Context: an optimization exercise on an open-source flow, tuned for small area. The choices shown serve that exercise and are no tape-out recipe.
Only simulation tests tie the RTL to the original design; equivalence was not proved.
Power figures rest on the tool's default switching activity, not on a simulated workload.

==> v7 <==
Design alu_issue_ctrl, start of the top module:
module alu_issue_ctrl (
  input  logic        clk,
  input  logic        rst_n,
  input  logic        instr_valid,
  input  logic [31:0] instr,
  output logic        instr_ready,
  output logic [2:0]  alu_funct3,
  output logic [6:0]  alu_funct7,
  output logic [31:0] alu_s1,
  output logic [31:0] alu_s2,
  input  logic [31:0] alu_d,
  input  logic        alu_zero,
  output logic        wb_valid,
  output logic [4:0]  wb_rd,
  output logic [31:0] wb_data,
  output logic        wb_zero,
  output logic        illegal,
  input  logic [4:0]  dbg_addr,
  output logic [31:0] dbg_data
);
==> module rf_sel, before the edit <==
module rf_sel (
  input  logic [4:0]  addr,
  input  logic [31:1] vld,
  output logic [31:1] sel
);
  always_comb begin
    for (int i = 1; i < 32; i++) sel[i] = (addr == 5'(i)) && vld[i];
  end
endmodule
==> module rf_aoi3, before the edit <==
module rf_aoi3 (
  input  logic [2:0] s,
  input  logic [2:0] d,
  output logic       y
);
  assign y = !((s[0] & d[0]) | (s[1] & d[1]) | (s[2] & d[2]));
endmodule
==> module rf_nand11, before the edit <==
module rf_nand11 (
  input  logic [10:0] n,
  output logic        y
);
  assign y = !(&n);
endmodule
==> module rf_rd_bit, before the edit <==
module rf_rd_bit (
  input  logic [31:1] sel,
  input  logic [31:1] d,
  output logic        q
);
  logic [10:0] n;
  for (genvar g = 0; g < 10; g++) begin : g_grp
    rf_aoi3 u_aoi (.s(sel[3*g+3:3*g+1]), .d(d[3*g+3:3*g+1]), .y(n[g]));
  end
  assign n[10] = !(sel[31] & d[31]);
  rf_nand11 u_or (.n(n), .y(q));
endmodule
==> module alu_issue_ctrl, before the edit <==
module alu_issue_ctrl (
  input  logic        clk,
  input  logic        rst_n,
  input  logic        instr_valid,
  input  logic [31:0] instr,
  output logic        instr_ready,
  output logic [2:0]  alu_funct3,
  output logic [6:0]  alu_funct7,
  output logic [31:0] alu_s1,
  output logic [31:0] alu_s2,
  input  logic [31:0] alu_d,
  input  logic        alu_zero,
  output logic        wb_valid,
  output logic [4:0]  wb_rd,
  output logic [31:0] wb_data,
  output logic        wb_zero,
  output logic        illegal,
  input  logic [4:0]  dbg_addr,
  output logic [31:0] dbg_data
);
  localparam logic [1:0] S_IDLE   = 2'd0;
  localparam logic [1:0] S_DECODE = 2'd1;
  localparam logic [1:0] S_EXEC   = 2'd2;
  localparam logic [1:0] S_WB     = 2'd3;
  localparam logic [6:0] OPC_OP     = 7'b0110011;
  localparam logic [6:0] OPC_OP_IMM = 7'b0010011;
  logic [1:0]        state_q;
  logic              st_idle, st_dec, st_wb;
  logic [31:1][31:0] regs_q;
  logic [31:1]       vld_q;
  logic [11:0]       imm_q;      
  logic [2:0]        f3_q;
  logic              isop_q;     
  logic              legal_q;
  logic [31:0]       rs1v_q;     
  logic [4:0]        rd_q;       
  logic [2:0]        funct3_q;
  logic [6:0]        funct7_q;
  logic [31:0]       s1_q, s2_q;
  assign st_idle = (state_q == S_IDLE);
  assign st_dec  = (state_q == S_DECODE);
  assign st_wb   = (state_q == S_WB);
  logic [4:0]  rd_addr;
  logic [31:1] psel, dsel;
  logic [31:0] port, dbg_rd;
  assign rd_addr = st_idle ? instr[19:15] : imm_q[4:0];
  rf_sel u_psel (.addr(rd_addr),  .vld(vld_q), .sel(psel));
  rf_sel u_dsel (.addr(dbg_addr), .vld(vld_q), .sel(dsel));
  for (genvar b = 0; b < 32; b++) begin : g_rd
    logic [31:1] col;
    for (genvar i = 1; i < 32; i++) begin : g_col
      assign col[i] = regs_q[i][b];
    end
    rf_rd_bit u_prd (.sel(psel), .d(col), .q(port[b]));
    rf_rd_bit u_drd (.sel(dsel), .d(col), .q(dbg_rd[b]));
  end
  assign dbg_data = dbg_rd;
  logic [6:0] in_opc, in_f7;
  logic [2:0] in_f3;
  logic       in_legal;
  assign in_opc = instr[6:0];
  assign in_f3  = instr[14:12];
  assign in_f7  = instr[31:25];
  always_comb begin
    in_legal = 1'b0;
    if (in_opc == OPC_OP)
      in_legal = (in_f7 == 7'h00) || ((in_f7 == 7'h20) && (in_f3 == 3'd5));
    else if (in_opc == OPC_OP_IMM) begin
      if (in_f3 == 3'd1)      in_legal = (in_f7 == 7'h00);
      else if (in_f3 == 3'd5) in_legal = (in_f7 == 7'h00) || (in_f7 == 7'h20);
      else                    in_legal = 1'b1;
    end
  end
  always_ff @(posedge clk) begin
    imm_q   <= instr[31:20];
    f3_q    <= in_f3;
    isop_q  <= (in_opc == OPC_OP);
    legal_q <= in_legal;
    rs1v_q  <= port;
    if (st_idle) rd_q <= instr[11:7];
  end
  logic        dec_shift;
  logic [31:0] dec_s2;
  logic [6:0]  dec_f7;
  assign dec_shift = (f3_q[1:0] == 2'b01);
  assign dec_f7    = (isop_q || dec_shift) ? imm_q[11:5] : 7'h00;
  always_comb begin
    if (isop_q)
      dec_s2 = port;
    else
      dec_s2 = {{20{imm_q[11]}}, imm_q};
    if (dec_shift)
      dec_s2[31:5] = '0;
  end
  always_ff @(posedge clk) begin
    if (!rst_n) begin
      state_q <= S_IDLE;
    end else begin
      case (state_q)
        S_IDLE:   state_q <= instr_valid ? S_DECODE : S_IDLE;
        S_DECODE: state_q <= legal_q ? S_EXEC : S_IDLE;
        S_EXEC:   state_q <= S_WB;
        default:  state_q <= S_IDLE;
      endcase
    end
  end
  always_ff @(posedge clk) begin
    if (!rst_n) begin
      funct3_q <= '0;
      funct7_q <= '0;
      s1_q     <= '0;
      s2_q     <= '0;
    end else if (st_dec && legal_q) begin
      funct3_q <= f3_q;
      funct7_q <= dec_f7;
      s1_q     <= rs1v_q;
      s2_q     <= dec_s2;
    end
  end
  always_ff @(posedge clk) begin
    for (int i = 1; i < 32; i++) begin
      if (st_wb && (rd_q == 5'(i))) regs_q[i] <= alu_d;
    end
  end
  always_ff @(posedge clk) begin
    if (!rst_n) begin
      vld_q <= '0;
    end else begin
      for (int i = 1; i < 32; i++) begin
        if (st_wb && (rd_q == 5'(i))) vld_q[i] <= 1'b1;
      end
    end
  end
  assign instr_ready = st_idle;
  assign illegal     = st_dec && !legal_q;
  assign wb_valid    = st_wb;
  assign wb_rd       = st_wb ? rd_q : 5'd0;
  assign wb_data     = st_wb ? alu_d : 32'd0;
  assign wb_zero     = st_wb && alu_zero;
  assign alu_funct3 = funct3_q;
  assign alu_funct7 = funct7_q;
  assign alu_s1     = s1_q;
  assign alu_s2     = s2_q;
endmodule
export LEC_CHECK = 0
export CAP_MARGIN = 20
export CORE_MARGIN = 2
export CORE_UTILIZATION = 55
export CTS_BUF_LIST = sky130_fd_sc_hd__clkbuf_4 sky130_fd_sc_hd__clkbuf_8
export SLEW_MARGIN = 20
export SYNTH_HIERARCHICAL = 1
create_clock -name core_clock -period 6.0 [get_ports {clk}]
run.sh (not shown) runs the stock make flow with config.mk's settings and CLKGATE_MAP_FILE= SYNTH_SCRIPT=/design/flow/synth_recipe.tcl, a recipe that flattens the netlist after the stock synthesis.
==> v39: changes against v7 <==
==> flow/flow/run.sh (new file) <==
#!/bin/bash
# Standard layout (standard synthesis, floorplan, power grid, placement, routing) with
# two changes: ports are buffered with buf_1 instead of the default buffer, and CTS
# uses clkbuf_8 leaf clusters of up to 16 sinks without dummy balancing loads.
set -uo pipefail
bash standard.sh \
  "BUFFER_PORTS_ARGS=-buffer_cell sky130_fd_sc_hd__buf_1" \
  "CTS_ARGS=-sink_clustering_enable -repair_clock_nets -buf_list sky130_fd_sc_hd__clkbuf_8 -sink_clustering_size 16 -sink_clustering_max_diameter 60 -dont_use_dummy_load" \
  finish > standard.log 2>&1
==> flow/standard.sh (new file) <==
#!/bin/bash
# synth_recipe.tcl (not shown) runs the flow's synth.tcl, then flattens the netlist and writes it again
# the make line also repeats each setting of config.mk as NAME=value (left out here)
make -C /OpenROAD-flow-scripts/flow DESIGN_CONFIG=/design/flow/config.mk WORK_HOME=/design/flow/orfs CLKGATE_MAP_FILE= SYNTH_SCRIPT=/design/flow/synth_recipe.tcl "${@:-finish}"
- CAP_MARGIN: 20 -> 5
- CORE_UTILIZATION: 55 -> 65
- CTS_BUF_LIST: sky130_fd_sc_hd__clkbuf_4 sky130_fd_sc_hd__clkbuf_8 -> unset
- SLEW_MARGIN: 20 -> 5
removed: flow/run.sh
==> v25: changes against v7 <==
--- a/flow/design.v
+++ b/flow/design.v
@@ -1,36 +1,2 @@
-module rf_sel (
-  input  logic [4:0]  addr,
-  input  logic [31:1] vld,
-  output logic [31:1] sel
-);
-  always_comb begin
-    for (int i = 1; i < 32; i++) sel[i] = (addr == 5'(i)) && vld[i];
-  end
-endmodule
-module rf_aoi3 (
-  input  logic [2:0] s,
-  input  logic [2:0] d,
-  output logic       y
-);
-  assign y = !((s[0] & d[0]) | (s[1] & d[1]) | (s[2] & d[2]));
-endmodule
-module rf_nand11 (
-  input  logic [10:0] n,
-  output logic        y
-);
-  assign y = !(&n);
-endmodule
-module rf_rd_bit (
-  input  logic [31:1] sel,
-  input  logic [31:1] d,
-  output logic        q
-);
-  logic [10:0] n;
-  for (genvar g = 0; g < 10; g++) begin : g_grp
-    rf_aoi3 u_aoi (.s(sel[3*g+3:3*g+1]), .d(d[3*g+3:3*g+1]), .y(n[g]));
-  end
-  assign n[10] = !(sel[31] & d[31]);
-  rf_nand11 u_or (.n(n), .y(q));
-endmodule
 module alu_issue_ctrl (
   input  logic        clk,
@@ -79,13 +45,15 @@
   logic [31:0] port, dbg_rd;
   assign rd_addr = st_idle ? instr[19:15] : imm_q[4:0];
-  rf_sel u_psel (.addr(rd_addr),  .vld(vld_q), .sel(psel));
-  rf_sel u_dsel (.addr(dbg_addr), .vld(vld_q), .sel(dsel));
-  for (genvar b = 0; b < 32; b++) begin : g_rd
-    logic [31:1] col;
-    for (genvar i = 1; i < 32; i++) begin : g_col
-      assign col[i] = regs_q[i][b];
+  always_comb begin
+    for (int i = 1; i < 32; i++) begin
+      psel[i] = (rd_addr  == 5'(i)) && vld_q[i];
+      dsel[i] = (dbg_addr == 5'(i)) && vld_q[i];
     end
-    rf_rd_bit u_prd (.sel(psel), .d(col), .q(port[b]));
-    rf_rd_bit u_drd (.sel(dsel), .d(col), .q(dbg_rd[b]));
+    port   = '0;
+    dbg_rd = '0;
+    for (int i = 1; i < 32; i++) begin
+      port   = port   | ({32{psel[i]}} & regs_q[i]);
+      dbg_rd = dbg_rd | ({32{dsel[i]}} & regs_q[i]);
+    end
   end
   assign dbg_data = dbg_rd;
- CORE_UTILIZATION: 55 -> 40
- CTS_BUF_LIST: sky130_fd_sc_hd__clkbuf_4 sky130_fd_sc_hd__clkbuf_8 -> unset
- SYNTH_HIERARCHICAL: 1 -> unset
==> v3: changes against v7 <==
==> flow/flow/run.sh (new file) <==
#!/bin/bash
# Standard layout (standard synthesis, floorplan, power grid, placement, routing) with
# two changes: ports are buffered with buf_1 instead of the default buffer, and CTS
# uses clkbuf_8 leaf clusters of up to 16 sinks without dummy balancing loads.
set -uo pipefail
bash standard.sh \
  "BUFFER_PORTS_ARGS=-buffer_cell sky130_fd_sc_hd__buf_1" \
  "CTS_ARGS=-sink_clustering_enable -repair_clock_nets -buf_list sky130_fd_sc_hd__clkbuf_8 -sink_clustering_size 16 -sink_clustering_max_diameter 60 -dont_use_dummy_load" \
  finish > standard.log 2>&1
==> flow/standard.sh (new file) <==
#!/bin/bash
# synth_recipe.tcl (not shown) runs the flow's synth.tcl, then flattens the netlist and writes it again
# the make line also repeats each setting of config.mk as NAME=value (left out here)
make -C /OpenROAD-flow-scripts/flow DESIGN_CONFIG=/design/flow/config.mk WORK_HOME=/design/flow/orfs CLKGATE_MAP_FILE= SYNTH_SCRIPT=/design/flow/synth_recipe.tcl "${@:-finish}"
- CORE_UTILIZATION: 55 -> 65
- CTS_BUF_LIST: sky130_fd_sc_hd__clkbuf_4 sky130_fd_sc_hd__clkbuf_8 -> unset
removed: flow/run.sh
==> notes.md <==
* Initial antenna violation count at 7
* Clock-cell share at 2.35%
* Clock power share at 28.7%
* Final Util at 71.9%
* Pre-CTS setup slack at 0.964 ns
* Status: timing/DRC/antenna clean
* Vias in the first global route at 31911
* Initial Utilization at 65.9%
-- figures above: v39

==> notes.md <==
* Initial antenna violation count at 4
* Vias in the first global route at 32085
* Status: timing/DRC/antenna clean
* Ys Warns at 8
* Pre-CTS setup slack at 0.993 ns
* Invs w/o clock at 1
* Final Util at 72.0%
* Num tapcells at 873
* Clock power share at 28.9%
-- figures above: v3

==> notes.md <==
* Switch Pwr at 3.37 mW
* R2R Path End: s2_q[5]
* Area of placed instances at 0.0492 mm^2
* Cell area after layout at 0.0530 mm^2
* Mux contribution to synthesized area at 0.922%
* Post-Syn Area at 0.0445 mm^2
* Final Util at 66.1%
* Vias/cell at 7.63
* Pre-CTS setup slack at 0.343 ns
* Status: timing/DRC/antenna clean
* Max-Cap Viols at 0
* Period minus WS final at 5.66 ns
-- figures above: v7

==> notes.md <==
* Final Util at 48.7%
* Violated checks: setup timing
* Setup Viol. Count Final at 2
* Status: failed layout checks
* Initial antenna violation count at 18
* Fin worst setup slack at -0.0838 ns
* Vias in the first global route at 41542
* Clock-cell share at 6.96%
* Initial Utilization at 40.2%
-- figures above: v25

-- port drivers added, routing unchanged --
How much do the figures lean on ideal ports? The routed layouts below were timed once more, with nothing changed but the port constraints. Step 1, drivers: a clkbuf_16 drives clk and a buf_2 each remaining input, both assumed. Step 2 moves the port delays by t, midway between the first and last clock arrival at a register: inputs arrive t later, outputs are due t later. That takes back most of the time a late clock gives input paths. a / b / c = no drivers / after step 1 / after step 2; a / b = the first two.
run	t, ns	setup slack, ns	hold slack, ns
v7	0.909	0.336 / 0.312 / 0.312	0.445 / 0.445 / 0.445
v39	0.767	0.860 / 0.829 / 0.829	0.455 / 0.455 / 0.455
v25	0.836	-0.084 / -0.112 / -0.112	0.430 / 0.430 / 0.430
v3	0.784	0.811 / 0.782 / 0.782	0.454 / 0.454 / 0.454
The setup slack of v39, which loses most, moves by -0.031 ns with the drivers and by -0.031 ns with both steps.
